Background: an optimization exercise with open tools, aiming at small area and a short achievable clock period. Do not read the settings as production practice. Only simulation tests tie the RTL to the original design; equivalence was not proved. Power figures rest on the tool's default switching activity, not on a simulated workload.

==> flow/design.v (excerpt) <==
module data_mem_resp #(
  parameter int AW          = 8,
  parameter int DW          = 8,
  parameter int WAIT_CYCLES = 1
) (
  input  logic          clk,
  input  logic          rst,
  input  logic          nDRD,
  input  logic          nDWR,
  input  logic [AW-1:0] addr,
  input  logic [DW-1:0] din,
  output logic [DW-1:0] dout,
  output logic          doe,
  output logic          rdy,
  output logic          err
);
  logic          idle, r1, r2, w1, w2;
  logic          prevRd, prevWr, armed;
  logic          rdFall, wrFall, wd;
  logic [63:0]   wl;
  logic [3:0]    hi;
  logic [DW-1:0] dinQ;
  logic [DW-1:0] ramRdata;
  logic          wpA;           
  assign rdFall = armed & prevRd & ~nDRD;
  assign wrFall = armed & prevWr & ~nDWR;
  assign wd     = rdy & ~doe;
  always_ff @(posedge clk) begin
    if (idle) begin
      for (int i = 0; i < 64; i++) wl[i] <= (addr[5:0] == 6'(i));
      for (int i = 0; i < 4; i++) hi[i]  <= (addr[7:6] == 2'(i));
      dinQ <= din;
    end
  end
  dmem_ram #(.DW(DW)) u_ram (
    .clk  (clk),
    .wnext((w2 & rst) | wpA),
    .wl   (wl),
    .hi   (hi),
    .wdata(dinQ),
    .rdata(ramRdata)
  );
  always_ff @(posedge clk) wpA <= w2 & rst;
  always_ff @(posedge clk) begin
    if (!rst) begin
      idle   <= 1'b1;
      r1     <= 1'b0;
      r2     <= 1'b0;
      w1     <= 1'b0;
      w2     <= 1'b0;
      prevRd <= 1'b1;
      prevWr <= 1'b1;
      armed  <= 1'b0;
      dout   <= '0;
      doe    <= 1'b0;
      rdy    <= 1'b0;
      err    <= 1'b0;
    end else begin
      prevRd <= nDRD;
      prevWr <= nDWR;
      armed  <= 1'b1;
      if ((idle && !nDRD && !nDWR) ||
          ((r1 || r2 || doe) && wrFall) ||
          ((w1 || w2 || wd) && rdFall))
        err <= 1'b1;
      idle <= (idle && !(nDWR ? rdFall : (nDRD && wrFall))) ||
              ((r1 || r2 || doe) && nDRD) ||
              (wd && nDWR);
      r1   <= idle && nDWR && rdFall;
      r2   <= r1 && !nDRD;
      w1   <= idle && nDRD && wrFall;
      w2   <= w1;
      if (r2 && !nDRD) dout <= ramRdata;
      doe  <= (r2 || doe) && !nDRD;
      rdy  <= ((r2 || doe) && !nDRD) || w2 || (wd && !nDWR);
    end
  end
endmodule
export LEC_CHECK = 0
export CAP_MARGIN = 20
export CORE_MARGIN = 2
export CORE_UTILIZATION = 62
export CTS_CLUSTER_DIAMETER = 80
export CTS_CLUSTER_SIZE = 30
export SETUP_SLACK_MARGIN = 3.1
export SLEW_MARGIN = 20
export SYNTH_HIERARCHICAL = 1
create_clock -name core_clock -period 5.5 [get_ports {clk}]
run.sh (not shown) runs the stock make flow with config.mk's settings and CLKGATE_MAP_FILE= SYNTH_SCRIPT=/design/flow/synth_recipe.tcl, a recipe that flattens the netlist after the stock synthesis.
Next try:
--- a/flow/config.mk
+++ b/flow/config.mk
@@ -8,8 +8,8 @@
 export CAP_MARGIN = 20
 export CORE_MARGIN = 2
-export CORE_UTILIZATION = 62
+export CORE_UTILIZATION = 65
 export CTS_CLUSTER_DIAMETER = 80
 export CTS_CLUSTER_SIZE = 30
-export SETUP_SLACK_MARGIN = 3.1
+export SETUP_SLACK_MARGIN = 3.4
 export SLEW_MARGIN = 20
 export SYNTH_HIERARCHICAL = 1
Effect:
- count of clock-buffer cells in the layout came out lower by 10
- design area came out higher by 1.0%
- setup slack gains 0.14 ns
- hold slack hardly moves
- global-route usage came out higher by 0.64 points
- sequential cell count does not change
- area after synthesis is unchanged
- cell count barely changes
- first-iteration DRC count came out higher by 17%
Next try:
--- a/flow/config.mk
+++ b/flow/config.mk
@@ -8,8 +8,8 @@
 export CAP_MARGIN = 20
 export CORE_MARGIN = 2
-export CORE_UTILIZATION = 65
+export CORE_UTILIZATION = 68
 export CTS_CLUSTER_DIAMETER = 80
 export CTS_CLUSTER_SIZE = 30
-export SETUP_SLACK_MARGIN = 3.4
+export SETUP_SLACK_MARGIN = 3.3
 export SLEW_MARGIN = 20
 export SYNTH_HIERARCHICAL = 1
The changed run finished clean. Clock-buffer cell count went up by 5. Maximum frequency came out lower by 1.7%. Worst setup slack is worse by 0.039 ns. Wire length drops by 2.2%. Final cell count shrinks by 1.5%. Clock skew rises by 0.0032 ns. Total power hardly moves. Non-clock buffer count fell by 19. Worst hold slack barely changes. Sequential share of layout area rose by 0.71 points.
Next try:
--- a/flow/config.mk
+++ b/flow/config.mk
@@ -8,5 +8,5 @@
 export CAP_MARGIN = 20
 export CORE_MARGIN = 2
-export CORE_UTILIZATION = 68
+export CORE_UTILIZATION = 62
 export CTS_CLUSTER_DIAMETER = 80
 export CTS_CLUSTER_SIZE = 30
What happened:
- The new run completed without violations
- design area goes up by 1.1%
- core utilization goes down by 5.3 points
- worst setup slack gets better by 0.039 ns
- wire length goes up by 4.6%
- power goes up by 0.74%
- synthesized cell count stays the same
- sequential cell count is unchanged
- sequential power is about the same

## port drivers added, routing unchanged
Ports are ideal in the flow. The routed layouts listed here were re-timed in OpenROAD. Step 1, drivers: a clkbuf_16 drives clk and a buf_2 each remaining input, both assumed. Step 2 moves the port delays by t, midway between the first and last clock arrival at a register: inputs arrive t later, outputs are due t later. That takes back most of the time a late clock gives input paths. Three values: ideal ports, drivers, drivers and shift; two values: the first two.
| run | t (ns) | setup slack, ns | worst setup path at the end |
|---|---|---|---|
| the first run | 0.778 | 3.088 / 3.088 / 2.400 | input to register |
| the second run | 0.769 | 3.229 / 3.157 / 2.764 | input to register |
| the third run | 0.780 | 3.189 / 3.135 / 2.564 | input to register |
| the fourth run | 0.778 | 3.229 / 3.152 / 2.567 | input to register |
After both steps every run listed still meets setup and hold. The setup slack of the first run, which loses most, moves by 0.000 ns with the drivers and by -0.688 ns with both steps.
